Background: an optimization exercise with open tools, aiming at small area, a short achievable clock period and few clock cycles per item. Do not read the settings as production practice.
At most, simulation tests tie the RTL to the original design; equivalence was not proved.

==> inputs of run H <==
// redmean_palette_quantizer
module redmean_palette_quantizer #(
    parameter int PALETTE_ENTRIES = 8
)
(
    input  logic        clk,
    input  logic        rst_n,
    input  logic        in_valid,
    output logic        in_stall,
    input  logic [7:0]  red,
    input  logic [7:0]  green,
    input  logic [7:0]  blue,
    output logic        out_valid,
    input  logic        out_stall,
    output logic [2:0]  best_index,
    input  logic        cfg_valid,
    output logic        cfg_ready,
    input  logic [2:0]  cfg_index,
    input  logic [47:0] cfg_data
);
Settings: LEC_CHECK=0, CAP_MARGIN=20, CORE_MARGIN=2, CORE_UTILIZATION=40, SETUP_SLACK_MARGIN=3.0, SLEW_MARGIN=20; clock period 7.0 ns.
run.sh (not shown) runs the stock make flow with config.mk's settings and CLKGATE_MAP_FILE= SYNTH_SCRIPT=/design/flow/synth_recipe.tcl, a recipe that flattens the netlist after the stock synthesis.
==> run R (differences from run H) <==
--- a/flow/design.v
+++ b/flow/design.v
@@ -80,36 +80,29 @@
     input  logic [7:0]  green,
     input  logic [7:0]  blue,
     input  logic [23:0] entry,
     output logic [19:0] distance
 );
     logic [7:0]  pal_r, pal_g, pal_b;
-    logic [8:0]  t_r_next, t_g_next, t_b_next;
-    logic [8:0]  red_sum;
     logic [8:0]  t_r, t_g, t_b;
+    logic [8:0]  red_sum;
     logic [7:0]  rm;
     logic [15:0] sq_r, sq_g, sq_b;
     logic [15:0] sq_r_q, sq_g_q, sq_b_q;
     logic [7:0]  rm_q;
     logic [7:0]  rmc;
     logic [19:0] row_a, row_b;
     logic [19:0] row_a_q, row_b_q;
     assign pal_r = entry[23:16];
     assign pal_g = entry[15:8];
     assign pal_b = entry[7:0];
-    assign t_r_next = {1'b0, red}   - {1'b0, pal_r};
-    assign t_g_next = {1'b0, green} - {1'b0, pal_g};
-    assign t_b_next = {1'b0, blue}  - {1'b0, pal_b};
-    assign red_sum  = {1'b0, red} + {1'b0, pal_r};
-    always_ff @(posedge clk)
-    begin
-        t_r <= t_r_next;
-        t_g <= t_g_next;
-        t_b <= t_b_next;
-        rm  <= red_sum[8:1];
-    end
+    assign t_r = {1'b0, red}   - {1'b0, pal_r};
+    assign t_g = {1'b0, green} - {1'b0, pal_g};
+    assign t_b = {1'b0, blue}  - {1'b0, pal_b};
+    assign red_sum = {1'b0, red} + {1'b0, pal_r};
+    assign rm = red_sum[8:1];
     wire p488 = t_r[0] & t_r[1];
     wire p489 = t_r[0] & t_r[2];
     wire p490 = t_r[0] & t_r[3];
     wire p491 = t_r[0] & t_r[4];
     wire p492 = t_r[0] & t_r[5];
     wire p493 = t_r[0] & t_r[6];
@@ -847,52 +840,38 @@
         row_b_q <= row_b;
     end
     assign distance = row_a_q + row_b_q;
 endmodule
 module rpq_argmin_tree
 (
-    input  logic         clk,
     input  logic [159:0] distances,
     input  logic [7:0]   live,
     output logic [2:0]   best_index
 );
     localparam int DIST_W = 20;
-    logic [3:0]          odd_wins;
-    logic [4*DIST_W-1:0] pair_dist;
-    logic [3:0]          odd_wins_q;
-    logic [4*DIST_W-1:0] pair_dist_q;
-    logic [3:0]          pair_live;
-    logic [3:0]          nearer [4];
-    logic [3:0]          win;
+    logic [3:0]        odd_wins;
+    logic [DIST_W-1:0] pair_dist [4];
+    logic [3:0]        pair_live;
+    logic [3:0]        nearer [4];
+    logic [3:0]        win;
     always_comb
     begin
         for (int k = 0; k < 4; k++)
         begin
             odd_wins[k]  = live[2*k+1] &&
                            (distances[(2*k+1)*DIST_W +: DIST_W] < distances[(2*k)*DIST_W +: DIST_W]);
-            pair_dist[k*DIST_W +: DIST_W] = odd_wins[k] ? distances[(2*k+1)*DIST_W +: DIST_W]
+            pair_dist[k] = odd_wins[k] ? distances[(2*k+1)*DIST_W +: DIST_W]
                                        : distances[(2*k)*DIST_W +: DIST_W];
-        end
-    end
-    always_ff @(posedge clk)
-    begin
-        odd_wins_q  <= odd_wins;
-        pair_dist_q <= pair_dist;
-    end
-    always_comb
-    begin
-        for (int k = 0; k < 4; k++)
-        begin
             pair_live[k] = live[2*k];
         end
         for (int i = 0; i < 4; i++)
         begin
             nearer[i] = '0;
             for (int j = i + 1; j < 4; j++)
             begin
-                nearer[i][j] = pair_dist_q[j*DIST_W +: DIST_W] < pair_dist_q[i*DIST_W +: DIST_W];
+                nearer[i][j] = pair_dist[j] < pair_dist[i];
             end
         end
         for (int i = 0; i < 4; i++)
         begin
             win[i] = pair_live[i];
             for (int j = 0; j < i; j++)
@@ -913,13 +892,13 @@
             end
         end
         for (int k = 0; k < 4; k++)
         begin
             if (win[k])
             begin
-                best_index[0] = best_index[0] | odd_wins_q[k];
+                best_index[0] = best_index[0] | odd_wins[k];
             end
         end
     end
 endmodule
 module redmean_palette_quantizer #(
     parameter int PALETTE_ENTRIES = 8
@@ -938,23 +917,24 @@
     input  logic        cfg_valid,
     output logic        cfg_ready,
     input  logic [2:0]  cfg_index,
     input  logic [47:0] cfg_data
 );
     localparam int DIST_W = 20;
-    localparam int PIPE_STAGES = 4;
+    localparam int PIPE_STAGES = 3;
     localparam int MAX_FLIGHT = PIPE_STAGES + 2;
     localparam int QUEUE_LEN  = MAX_FLIGHT;
     logic [PALETTE_ENTRIES*24-1:0]     entry;
     logic [7:0]                        live_mask;
     logic [PALETTE_ENTRIES*DIST_W-1:0] dist_lane;
     logic [8*DIST_W-1:0]               dist_all;
     logic                   accept, take;
     logic [PIPE_STAGES-1:0] valid_reg;
     logic [2:0]             flight, flight_next;
     logic                   stall_reg;
+    logic [7:0]             red_q, green_q, blue_q;
     logic [2:0]             result;
     logic                   result_valid;
     logic [2:0]             q_idx [QUEUE_LEN];
     logic [QUEUE_LEN-1:0]   q_valid;
     logic [QUEUE_LEN:0]     shifted_valid;
     logic [QUEUE_LEN-1:0]   join_at;
@@ -988,12 +968,18 @@
         begin
             valid_reg <= {valid_reg[PIPE_STAGES-2:0], accept};
             flight    <= flight_next;
             stall_reg <= (flight_next >= 3'(MAX_FLIGHT));
         end
     end
+    always_ff @(posedge clk)
+    begin
+        red_q   <= red;
+        green_q <= green;
+        blue_q  <= blue;
+    end
     rpq_palette_regs #(
         .PALETTE_ENTRIES (PALETTE_ENTRIES)
     ) u_palette (
         .clk       (clk),
         .rst_n     (rst_n),
         .cfg_valid (cfg_valid && cfg_ready),
@@ -1003,15 +989,15 @@
         .live_mask (live_mask)
     );
     for (genvar g = 0; g < PALETTE_ENTRIES; g++)
     begin : g_lane
         rpq_distance_lane u_lane (
             .clk      (clk),
-            .red      (red),
-            .green    (green),
-            .blue     (blue),
+            .red      (red_q),
+            .green    (green_q),
+            .blue     (blue_q),
             .entry    (entry[g*24 +: 24]),
             .distance (dist_lane[g*DIST_W +: DIST_W])
         );
     end
     for (genvar s = 0; s < 8; s++)
     begin : g_slot
@@ -1022,13 +1008,12 @@
         else
         begin : g_unused
             assign dist_all[s*DIST_W +: DIST_W] = '0;
         end
     end
     rpq_argmin_tree u_argmin (
-        .clk        (clk),
         .distances  (dist_all),
         .live       (live_mask),
         .best_index (result)
     );
     assign result_valid = valid_reg[PIPE_STAGES-1];
     assign shifted_valid = take ? {1'b0, 1'b0, q_valid[QUEUE_LEN-1:1]} : {1'b0, q_valid};
==> flow/config.mk (replaced) <==
export PLATFORM = sky130hd
export DESIGN_NAME = redmean_palette_quantizer
export DESIGN_NICKNAME = redmean_palette_quantizer
export VERILOG_FILES = /design/flow/design.v
export SDC_FILE = /design/flow/constraint.sdc
export NUM_CORES = 4
export LEC_CHECK = 0
export ABC_CLOCK_PERIOD_IN_PS = 3500
export CAP_MARGIN = 20
export CORE_MARGIN = 2
export CORE_UTILIZATION = 40
export SETUP_SLACK_MARGIN = 3.5
export SLEW_MARGIN = 20
==> qor summary <==
item	run H	run R
Outcome	no timing/DRC/antenna violations	finished with violations
Layout check failures	-	negative setup slack
CP Data Arrival Time	5.13 ns	8.00 ns
Fraction of layout cells with a size suffix above 1	9.32%	17.3%
Post-CTS setup repair buffer count	70	173
Area taken by flip-flops and latches	27600 um2	20600 um2
Overall die width	547 um	526 um
Syn Nets	14787	14331
Period Utilization, post-route	62.9%	106%
Total number of sequential cells	1312	967
Initial antenna violation count	20	42
Clk sinks	1312	967
Total track usage	20.6%	24.0%
Slew at the pin closest to its max-slew limit	1.22 ns	1.19 ns
Share of synthesized flip-flops with an asynchronous set or reset	16.0%	21.5%
GR Layer Usage met3	2.61%	3.17%
Maximum level of the CTS H-tree	4	3
Clock network area share	4.27%	3.14%
Xor/xnor cell area share of the yosys netlist	4.84%	5.25%
Area share of buffers outside the clock network	1.94%	5.93%
Fill cells	28149	25314
Capture instance of the worst register-to-register path	u_argmin.pair_dist_q[56]	q_idx[2][0]
Number of buffers created by CTS	165	116
Testbench counts of run H, summed over its fixed seeds: cycles 8,232, items 8,192.
The RTL of run R was laid out without a check of its function.

## re-timing with driven ports
Ports are ideal in the flow. The routed layouts listed here were re-timed in OpenROAD.
Step 1 (the two cells are an assumption about what drives the block):
set clk [get_ports {clk}]
set_driving_cell -lib_cell sky130_fd_sc_hd__clkbuf_16 $clk
set_driving_cell -lib_cell sky130_fd_sc_hd__buf_2 [delete_from_list [all_inputs] $clk]
Step 2 adds t to the input delays and takes it off the output delays; t is the mean of the earliest and latest rising clock arrival at the registers after step 1. Input paths then give back, and output paths get back, about the clock's delay inside the block.
a / b / c = ideal / step 1 / step 2; a / b = the first two.
run	t, ns	setup slack, ns	worst hold slack (ns)	clock arrival spread, ns	cell pins on the clock port's net
run H	0.928	2.597 / 2.597 / 2.359	0.320 / 0.320 / 0.320	0.080 / 0.081	1
run R	0.885	-0.442 / -0.442 / -0.442	0.359 / 0.359 / 0.359	0.062 / 0.062	1
The setup slack of run H, which loses most, moves by 0.000 ns with the drivers and by -0.238 ns with both steps.
